This is an optimization exercise on Yosys and OpenROAD, whose aim is small area, a short achievable clock period and few clock cycles, not a production implementation.
In this exercise RTL edits were held to simulation tests only and were not proved equivalent to the original.

==> job 2297 <==
## trialign_top
module trialign_top (
  input  logic                                       CLK,
  input  logic                                       rst,
  input  logic                                       start_i,
  input  logic [trialign_pkg::LEN_A_BITS-1:0]         len_a_i,
  input  logic [trialign_pkg::LEN_BC_BITS-1:0]        len_b_i,
  input  logic [trialign_pkg::LEN_BC_BITS-1:0]        len_c_i,
  input  logic [trialign_pkg::SYM_BITS-1:0]           a_sym_i,
  input  logic [trialign_pkg::SYM_BITS-1:0]           b_sym_i,
  input  logic [trialign_pkg::SYM_BITS-1:0]           c_sym_i,
  input  logic                                       score_ready_i,
  output logic [trialign_pkg::A_ADDR_BITS-1:0]        a_addr_o,
  output logic [trialign_pkg::BC_ADDR_BITS-1:0]       b_addr_o,
  output logic [trialign_pkg::BC_ADDR_BITS-1:0]       c_addr_o,
  output logic                                       busy_o,
  output logic signed [trialign_pkg::SCORE_BITS-1:0]  score_o,
  output logic                                       score_valid_o
);
==> flow/config.mk <==
export PLATFORM = sky130hd
export DESIGN_NAME = trialign_top
export DESIGN_NICKNAME = trialign_top
export VERILOG_FILES = /design/flow/design.v
export SDC_FILE = /design/flow/constraint.sdc
export NUM_CORES = 4
export LEC_CHECK = 0
export ABC_AREA = 1
export CAP_MARGIN = 40
export CORE_MARGIN = 2
export CORE_UTILIZATION = 60
export CTS_CLUSTER_DIAMETER = 100
export CTS_CLUSTER_SIZE = 20
export GPL_TIMING_DRIVEN = 1
export PLACE_DENSITY = 0.7
export SLEW_MARGIN = 40
==> flow/constraint.sdc <==
create_clock -name core_clock -period 24.0 [get_ports {CLK}]
set_input_delay 4.8000 -clock core_clock [delete_from_list [all_inputs] [get_ports {CLK}]]
set_output_delay 4.8000 -clock core_clock [all_outputs]
set_load 0.01 [all_outputs]
standard.sh (not shown) runs the stock make flow with config.mk's settings and CLKGATE_MAP_FILE= SYNTH_SCRIPT=/design/flow/synth_recipe.tcl, a recipe that flattens the netlist after the stock synthesis.
==> flow/flow/run.sh <==
#!/bin/bash
# Layout: the standard flow, except that the port buffers are plain
# buffers (buf_2) instead of the delay cell buffer_ports picks itself, and
# that timing repair aims for 18 ns of setup slack at the 24 ns clock, so
# that it sizes the logic for a shorter achieved period.
set -euo pipefail
export BUFFER_PORTS_ARGS="-buffer_cell sky130_fd_sc_hd__buf_2"
export SETUP_SLACK_MARGIN=18
bash standard.sh > standard.log 2>&1
==> job 5176 (differences from job 2297) <==
--- a/flow/design.v
+++ b/flow/design.v
@@ -322,15 +322,34 @@
     end
     inc12 = r;
   endfunction
   e_t c1, c2, c3;
   assign c1 = inc12(pp_i, eq_ar_i);
   assign c2 = inc12(np_i, eq_ac_i);
   assign c3 = inc12(nrw_i, eq_rc_i);
-  assign e_o = emax(emax(emax(p_i, rw_i), nl_i), emax(emax(c0_i, c1), emax(c2, c3)));
+  function automatic e_t amax3(input e_t x0, input e_t x1, input e_t x2);
+    logic g01, g02, g12;
+    g01 = egt(x0, x1);
+    g02 = egt(x0, x2);
+    g12 = egt(x1, x2);
+    amax3 = ((g01 & g02) ? x0 : e_t'(0)) | ((~g01 & g12) ? x1 : e_t'(0)) |
+            ((~g02 & ~g12) ? x2 : e_t'(0));
+  endfunction
+  function automatic e_t amax4(input e_t x0, input e_t x1, input e_t x2, input e_t x3);
+    logic g01, g02, g03, g12, g13, g23;
+    g01 = egt(x0, x1);
+    g02 = egt(x0, x2);
+    g03 = egt(x0, x3);
+    g12 = egt(x1, x2);
+    g13 = egt(x1, x3);
+    g23 = egt(x2, x3);
+    amax4 = ((g01 & g02 & g03) ? x0 : e_t'(0)) | ((~g01 & g12 & g13) ? x1 : e_t'(0)) |
+            ((~g02 & ~g12 & g23) ? x2 : e_t'(0)) | ((~g03 & ~g13 & ~g23) ? x3 : e_t'(0));
+  endfunction
+  assign e_o = emax(amax3(p_i, rw_i, nl_i), amax4(c0_i, c1, c2, c3));
 endmodule
 `timescale 1ns/1ns
 import trialign_pkg::*;
 module trialign_top (
   input  logic                                       CLK,
   input  logic                                       rst,
   input  logic                                       start_i,
@@ -391,15 +410,15 @@
   logic [LEN_BC_MAX*SYM_BITS-1:0] row_sym;
   logic [W-1:0] a_out, b_out;
   logic         start_ok, row_end, job_end, issue, slot_free, cap, quiet;
   logic [SYM_BITS-1:0] rs_next, rs_cur;
   e_t           cap_e, fin;
   assign start_ok  = start_i && !busy_o;
   assign row_end   = !fresh && (j_q == lp_q);
-  assign job_end   = (fresh ? lr1_q : (j_q >= lr_q)) && (pa_q + 7'd1 >= la_q);
+  assign job_end   = (fresh ? lr1_q : (j_q == lr_q)) && (pa_q + 7'd1 >= la_q);
   assign issue     = (state == S_RUN) && job_end;
   assign slot_free = !score_valid_o || score_ready_i;
   assign quiet     = !score_valid_o && !pend && ((ld_cnt == '0) || (ld_cnt == 3'd7));
   assign a_addr_o = a_addr_q;
   assign b_addr_o = ld_cnt;
   assign c_addr_o = ld_cnt;
   seq_fetch u_fetch (
@@ -438,15 +457,15 @@
   assign rs_next = row_sym[(row_end ? 3'd0 : j_q[2:0])*SYM_BITS +: SYM_BITS];
   always_ff @(posedge CLK) begin
     if (start_ok) begin
       la_q   <= len_a_i;
       lb_q   <= len_b_i;
       lc_q   <= len_c_i;
       swap_q <= (len_c_i < len_b_i);
-      lr1_q  <= (len_b_i <= 4'd1) || (len_c_i <= 4'd1);
+      lr1_q  <= (len_b_i == 4'd1) || (len_c_i == 4'd1);
     end
     if (fresh) begin
       lr_q   <= swap_q ? lc_q : lb_q;
       lp_q   <= (swap_q ? (lc_q < 4'd2) : (lb_q < 4'd2)) ? 4'd2 : (swap_q ? lc_q : lb_q);
       lm1_q  <= (swap_q ? (lc_q < 4'd3) : (lb_q < 4'd3)) ? 3'd0 : 3'(swap_q ? lc_q - 4'd2 : lb_q - 4'd2);
       l2_q   <= swap_q ? (lc_q < 4'd3) : (lb_q < 4'd3);
       lcol_q <= swap_q ? lb_q : lc_q;
@@ -499,15 +518,15 @@
       pend          <= 1'b0;
       cap_cnt       <= '0;
       iss_d         <= 1'b0;
     end else begin
       fresh <= start_ok;
       if (ld_cnt != '0) ld_cnt <= ld_cnt + 1'b1;
       iss_d <= issue;
-      if (iss_d) cap_cnt <= lcol_q[3] ? 4'd9 : lcol_q + 4'd1;
+      if (iss_d) cap_cnt <= lcol_q + 4'd1;
       else if (cap_cnt != '0) cap_cnt <= cap_cnt - 1'b1;
       if ((cap || pend) && slot_free) begin
         score_valid_o <= 1'b1;
         pend          <= 1'b0;
       end else begin
         if (score_ready_i) score_valid_o <= 1'b0;
         if (cap) pend <= 1'b1;
==> flow/config.mk (replaced) <==
export PLATFORM = sky130hd
export DESIGN_NAME = trialign_top
export DESIGN_NICKNAME = trialign_top
export VERILOG_FILES = /design/flow/design.v
export SDC_FILE = /design/flow/constraint.sdc
export NUM_CORES = 4
export LEC_CHECK = 0
export CAP_MARGIN = 40
export CORE_MARGIN = 2
export CORE_UTILIZATION = 30
export PLACE_DENSITY = 0.4
export SLEW_MARGIN = 40
==> job 9968 (differences from job 2297) <==
--- a/flow/design.v
+++ b/flow/design.v
@@ -394,15 +394,15 @@
   logic [SYM_BITS-1:0] rs_next, rs_cur;
   e_t           cap_e, fin;
   assign start_ok  = start_i && !busy_o;
   assign row_end   = !fresh && (j_q == lp_q);
   assign job_end   = (fresh ? lr1_q : (j_q >= lr_q)) && (pa_q + 7'd1 >= la_q);
   assign issue     = (state == S_RUN) && job_end;
   assign slot_free = !score_valid_o || score_ready_i;
-  assign quiet     = !score_valid_o && !pend && ((ld_cnt == '0) || (ld_cnt == 3'd7));
+  assign quiet     = !score_valid_o && !pend && !cap && ((ld_cnt == '0) || (ld_cnt == 3'd7));
   assign a_addr_o = a_addr_q;
   assign b_addr_o = ld_cnt;
   assign c_addr_o = ld_cnt;
   seq_fetch u_fetch (
     .CLK     (CLK),
     .load0_i (!busy_o),
     .load_i  (ld_cnt != '0),
--- a/flow/config.mk
+++ b/flow/config.mk
@@ -7,10 +7,10 @@
 export LEC_CHECK = 0
 export ABC_AREA = 1
 export CAP_MARGIN = 40
 export CORE_MARGIN = 2
 export CORE_UTILIZATION = 60
 export CTS_CLUSTER_DIAMETER = 100
 export CTS_CLUSTER_SIZE = 20
-export GPL_TIMING_DRIVEN = 1
 export PLACE_DENSITY = 0.7
 export SLEW_MARGIN = 40
+export SYNTH_HIERARCHICAL = 1
==> job 9934 (differences from job 2297) <==
==> flow/config.mk (replaced) <==
export PLATFORM = sky130hd
export DESIGN_NAME = trialign_top
export DESIGN_NICKNAME = trialign_top
export VERILOG_FILES = /design/flow/design.v
export SDC_FILE = /design/flow/constraint.sdc
export NUM_CORES = 4
export LEC_CHECK = 0
export CAP_MARGIN = 40
export CORE_MARGIN = 2
export CORE_UTILIZATION = 30
export CTS_CLUSTER_DIAMETER = 100
export CTS_CLUSTER_SIZE = 25
export PLACE_DENSITY = 0.4
export SLEW_MARGIN = 40
==> qor summary <==
metric	job 9934	job 2297	job 9968	job 5176
Run status	complete, no violations	complete, no violations	complete, no violations	complete, no violations
Clock buffer cells	85	90	94	195
Fraction of final layout cells with drive strength greater than 1	12.8%	5.66%	8.86%	10.5%
Worst setup path startpoint	ld_cnt[1]	ld_cnt[0]	ld_cnt[2]	ld_cnt[0]
Antenna violations before repair	6	5	3	14
Post-CTS repair timing setup buffer count	48	6	10	6
Placement-stage cell area	0.0712 mm²	0.0681 mm²	0.0720 mm²	0.0761 mm²
Post-CTS clock slew at the launch and capture registers of the worst setup and hold paths	0.11 ns	0.10 ns	0.09 ns	0.06 ns
Number of buffers added by the clock tree synthesis step	69	67	66	146
Global Route Usage Sum	19.1%	35.2%	33.5%	21.4%
Mean instance size in the synthesized netlist	9.28 µm²	7.19 µm²	7.11 µm²	9.02 µm²
Worst path setup slack after routing	17.87 ns	17.94 ns	17.92 ns	17.81 ns
Max-slew headroom at the worst pin	36.7%	37.9%	40.4%	39.3%
Initial cell density of the core	30.1%	60.3%	60.5%	30.1%
Non-Clock Buffer Area Fraction	2.90%	0.767%	0.838%	1.72%
Count of vias placed by the detailed router	52800	60800	62300	61800
Cell Rows	174	122	125	180
RR Endpoint	u_array.db[6][4]	score_o[9]	score_o[8]	u_array.da1[2][3]
Adder-Cell Fraction of Synth Area	12.1%	7.82%	7.57%	10.8%
Placed Cells	10100	10700	11300	11000
Testbench counts of job 2297, summed over its fixed seeds: cycles 11,251.
Testbench counts of job 5176, summed over its fixed seeds: cycles 11,251.
Testbench counts of job 9968, summed over its fixed seeds: cycles 11,251.
Testbench counts of job 9934, summed over its fixed seeds: cycles 11,251.

[afterwards: timing with drivers on the ports]
How much do the figures lean on ideal ports? The routed layouts below were timed once more, with nothing changed but the port constraints. Step 1 (the two cells are an assumption about what drives the block):
set clk [get_ports {CLK}]
set_driving_cell -lib_cell sky130_fd_sc_hd__clkbuf_16 $clk
set_driving_cell -lib_cell sky130_fd_sc_hd__buf_2 [delete_from_list [all_inputs] $clk]
Step 2 moves the port delays by t, midway between the first and last clock arrival at a register: inputs arrive t later, outputs are due t later. That takes back most of the time a late clock gives input paths. Three values: no drivers, after step 1, after step 2; two values: the first two.
run	t (ns)	slack for setup (ns)	hold slack, ns
job 2297	0.748	17.938 / 17.863 / 17.621	0.344 / 0.344 / 0.344
job 5176	0.881	17.814 / 17.725 / 17.666	0.330 / 0.330 / 0.330
job 9968	0.758	17.919 / 17.845 / 17.607	0.344 / 0.344 / 0.344
job 9934	0.799	17.872 / 17.785 / 17.402	0.335 / 0.335 / 0.335
After both steps every run listed still meets setup and hold. For job 9934, which loses most, drivers alone change the setup slack by -0.087 ns; drivers and shift together by -0.470 ns.
